What follows belongs to an exercise in optimizing a design on an open flow for small area, a short achievable clock period and few clock cycles per item; a production flow would make more cautious choices. In this exercise RTL edits were held to simulation tests only and were not proved equivalent to the original.

run A:
## yuvToRgbTop
module yuvToRgbTop (
  input  wire                       Clock_50_I,
  input  wire                       Resetn,
  input  wire [31:0]                inPair,
  input  wire                       inValid,
  input  wire                       rgbReady,
  input  wire                       cfgWrite,
  input  wire [8:0]                 cfgData,
  output logic                      inReady,
  output logic [48:0]               rgbPair,
  output logic                      rgbValid,
  output logic [8:0]                lineLength,
  output logic                      cfgError
);
Size in the first run: roughly 3100 cells after synthesis, about 490 flip-flops, ~110 I/O pins, about 37000 sq um of cells after synthesis.
Settings: LEC_CHECK=0, CAP_MARGIN=20, CORE_MARGIN=2, CORE_UTILIZATION=60, SETUP_SLACK_MARGIN=5, SLEW_MARGIN=20; clock period 11.0 ns.
standard.sh (not shown) runs the stock make flow with config.mk's settings and CLKGATE_MAP_FILE= SYNTH_SCRIPT=/design/flow/synth_recipe.tcl, a recipe that flattens the netlist after the stock synthesis.
==> flow/flow/run.sh <==
#!/bin/bash
set -euo pipefail
bash ./standard.sh SETUP_SLACK_MARGIN=7.1 MATCH_CELL_FOOTPRINT=0 finish > standard_flow.log 2>&1
Testbench counts of run A, summed over its fixed seeds: cycles 4,100, items 3,972.
Changes in run B relative to run A:
# run A
export LEC_CHECK = 0
export CAP_MARGIN = 20
export CORE_MARGIN = 2
export CORE_UTILIZATION = 60
export SETUP_SLACK_MARGIN = 5
export SLEW_MARGIN = 20
create_clock -name core_clock -period 11.0 [get_ports {Clock_50_I}]
# run B
export LEC_CHECK = 0
export CAP_MARGIN = 20
export CORE_MARGIN = 2
export CORE_UTILIZATION = 40
export SETUP_SLACK_MARGIN = 5
export SLEW_MARGIN = 20
create_clock -name core_clock -period 11.0 [get_ports {Clock_50_I}]
==> flow/flow/run.sh <==
#!/bin/bash
set -euo pipefail
bash ./standard.sh SETUP_SLACK_MARGIN=7.5 finish > standard_flow.log 2>&1
Findings:
Run B: all stages complete, timing, DRC and antenna checks passed
Between run B and run A, the register-to-register slack figures differ only marginally.
Utilization run A -> run B: down
Diff run A -> run B | cell area | up by a few percent
Summary of run B over run A: setup slack saw a decrease, clock network area share fell 0.15 points.
The hold slack of run A and that of run B are within noise of each other.
Of run B and run A, it is run B that has the lower largest fanout on the critical path.
Re combined area of the multi-input logic cells: run B and run A aren't equal, and the lower value belongs to run A.
[run B] first-iteration DRC count rose about 3% relative to run A
Looking at clock-buffer cell count across run B and run A, the one that comes out lower is run A.
Launching instance or port of the critical path: uT[3][1] -> run B, vT[5][5] -> run A
Input-level comparison between run C and run B:
# run B
export LEC_CHECK = 0
export CAP_MARGIN = 20
export CORE_MARGIN = 2
export CORE_UTILIZATION = 40
export SETUP_SLACK_MARGIN = 5
export SLEW_MARGIN = 20
create_clock -name core_clock -period 11.0 [get_ports {Clock_50_I}]
# run C
export LEC_CHECK = 0
export CAP_MARGIN = 20
export CORE_MARGIN = 2
export CORE_UTILIZATION = 60
export SETUP_SLACK_MARGIN = 5
export SLEW_MARGIN = 20
create_clock -name core_clock -period 11.0 [get_ports {Clock_50_I}]
==> flow/flow/run.sh <==
#!/bin/bash
set -euo pipefail
bash ./standard.sh SETUP_SLACK_MARGIN=6.9 MATCH_CELL_FOOTPRINT=0 finish > standard_flow.log 2>&1
[summary]
Die extent in x is lower on run C. On run C: arrival time of the worst setup path is 0.05 ns lower than what run B gave. Run C vs run B, sequential fraction of total cell area went up by 2.1 points.
Relative to run C, the following input files were edited for run D:
# run C
export LEC_CHECK = 0
export CAP_MARGIN = 20
export CORE_MARGIN = 2
export CORE_UTILIZATION = 60
export SETUP_SLACK_MARGIN = 5
export SLEW_MARGIN = 20
create_clock -name core_clock -period 11.0 [get_ports {Clock_50_I}]
# run D
export LEC_CHECK = 0
export CAP_MARGIN = 20
export CORE_MARGIN = 2
export CORE_UTILIZATION = 60
export SETUP_SLACK_MARGIN = 5
export SLEW_MARGIN = 20
export TNS_END_PERCENT = 20
create_clock -name core_clock -period 11.0 [get_ports {Clock_50_I}]
Run D was carried through to the last stage, and its layout satisfied the timing, DRC and antenna checks. Looking at run D and run C, the flip-flop and latch count is a wash. Comparing run D and run C, the lower first-pass GRT wire length was measured on run D. Between run C and run D, the latest clock arrival within the worst-skew pair does not differ in any meaningful way. Run D ended up with uT[3][1] as its worst setup path startpoint; run C ended up with vT[5][3]. Run C → run D: proportion of final cell area spent on non-clock buffers neither gained nor lost much, count of cells along the worst register-to-register path picked up an extra 1.

== delta ==
yuvToRgbTop again, from the RTL that the note above started with.
clock: 11.0 ns
lec_check: 0
cap_margin: 20
core_margin: 2
core_utilization: 70
setup_slack_margin: 5
slew_margin: 20
==> flow/flow/run.sh <==
#!/bin/bash
set -euo pipefail
bash ./standard.sh SETUP_SLACK_MARGIN=6.9 MATCH_CELL_FOOTPRINT=0 finish > standard_flow.log 2>&1
Testbench counts of delta, summed over its fixed seeds: cycles 4,100, items 3,972.
Here is what was changed in the inputs of maple compared with delta.
- a change of CORE_UTILIZATION from 70 to 40
==> flow/flow/run.sh <==
#!/bin/bash
set -euo pipefail
bash ./standard.sh SETUP_SLACK_MARGIN=6.9 finish > standard_flow.log 2>&1
Findings:
maple reached the end of the flow, and the finished layout is clean on the timing, DRC and antenna checks.
Sort maple and delta by count of clock-buffer cells in the layout asc -> top: delta
The top routing layer in use comes out met4 in one run and met5 in the other, namely in maple and delta respectively.
Going from delta to maple, setup slack increased 0.12 ns.
Looking at design area, maple sits about 2% higher than delta does.
Comparing delta against maple, there is no change at all in final count of hold timing violations.

Starting RTL as in the previous note.
## yuvToRgbTop
module yuvToRgbTop (
  input  wire                       Clock_50_I,
  input  wire                       Resetn,
  input  wire [31:0]                inPair,
  input  wire                       inValid,
  input  wire                       rgbReady,
  input  wire                       cfgWrite,
  input  wire [8:0]                 cfgData,
  output logic                      inReady,
  output logic [48:0]               rgbPair,
  output logic                      rgbValid,
  output logic [8:0]                lineLength,
  output logic                      cfgError
);
==> flow/config.mk <==
export PLATFORM = sky130hd
export DESIGN_NAME = yuvToRgbTop
export DESIGN_NICKNAME = yuvToRgbTop
export VERILOG_FILES = /design/flow/design.v
export SDC_FILE = /design/flow/constraint.sdc
export NUM_CORES = 4
export LEC_CHECK = 0
export CAP_MARGIN = 20
export CORE_MARGIN = 2
export CORE_UTILIZATION = 60
export CTS_BUF_LIST = sky130_fd_sc_hd__clkbuf_8
export SETUP_SLACK_MARGIN = 5
export SLEW_MARGIN = 20
==> flow/constraint.sdc <==
create_clock -name core_clock -period 11.0 [get_ports {Clock_50_I}]
set_input_delay 2.2000 -clock core_clock [delete_from_list [all_inputs] [get_ports {Clock_50_I}]]
set_output_delay 2.2000 -clock core_clock [all_outputs]
set_load 0.01 [all_outputs]
==> flow/flow/run.sh <==
#!/bin/bash
set -euo pipefail
bash ./standard.sh SETUP_SLACK_MARGIN=6.9 MATCH_CELL_FOOTPRINT=0 finish > standard_flow.log 2>&1
Testbench counts at the start, summed over its fixed seeds: cycles 4,100, items 3,972.
==> next run, changes <==
==> flow/flow/run.sh (replaced) <==
#!/bin/bash
set -euo pipefail
bash ./standard.sh SETUP_SLACK_MARGIN=6.5 finish > standard_flow.log 2>&1
Settings changed: CORE_UTILIZATION 60 to 40, CTS_BUF_LIST sky130_fd_sc_hd__clkbuf_8 to not set.
Outcome:
- setup slack degrades by 0.24 ns
- via count fell by 5.6%
- critical path depth fell by 1
- synthesized area stays the same
- clock-buffer cell count fell by 21
- utilization fell by 23 points
- non-clock buffer count fell by 79

-- what the ideal ports hide --
The flow's constraints put no driver on any port. The routed layouts listed below were extracted and timed again, unchanged, in two steps.
Step 1 sets driving cells, clkbuf_16 on the clock port and buf_2 on the other inputs (assumed; they add their load-dependent delay and slew).
Step 2 moves the port delays by t, midway between the first and last clock arrival at a register: inputs arrive t later, outputs are due t later. That takes back most of the time a late clock gives input paths.
a / b / c = ideal / step 1 / step 2; a / b = the first two.
run	t, ns	setup slack, ns	worst register clock-pin slew, ns	cell pins on the clock port's net
run A	0.689	6.863 / 6.863 / 6.570	0.07 / 0.07	1
run B	0.688	6.851 / 6.851 / 6.851	0.07 / 0.07	1
run C	0.670	6.881 / 6.881 / 6.406	0.07 / 0.07	1
run D	0.667	6.784 / 6.784 / 6.318	0.07 / 0.07	1
delta	0.673	6.743 / 6.743 / 6.381	0.07 / 0.07	1
maple	0.718	6.865 / 6.865 / 6.530	0.07 / 0.07	1
the first run of note 3	0.726	6.844 / 6.844 / 6.372	0.07 / 0.07	1
the second run of note 3	0.701	6.605 / 6.605 / 6.038	0.06 / 0.06	1
After both steps setup and hold are still met in every run listed. For the second run of note 3, which loses most, drivers alone change the setup slack by 0.000 ns; drivers and shift together by -0.567 ns.
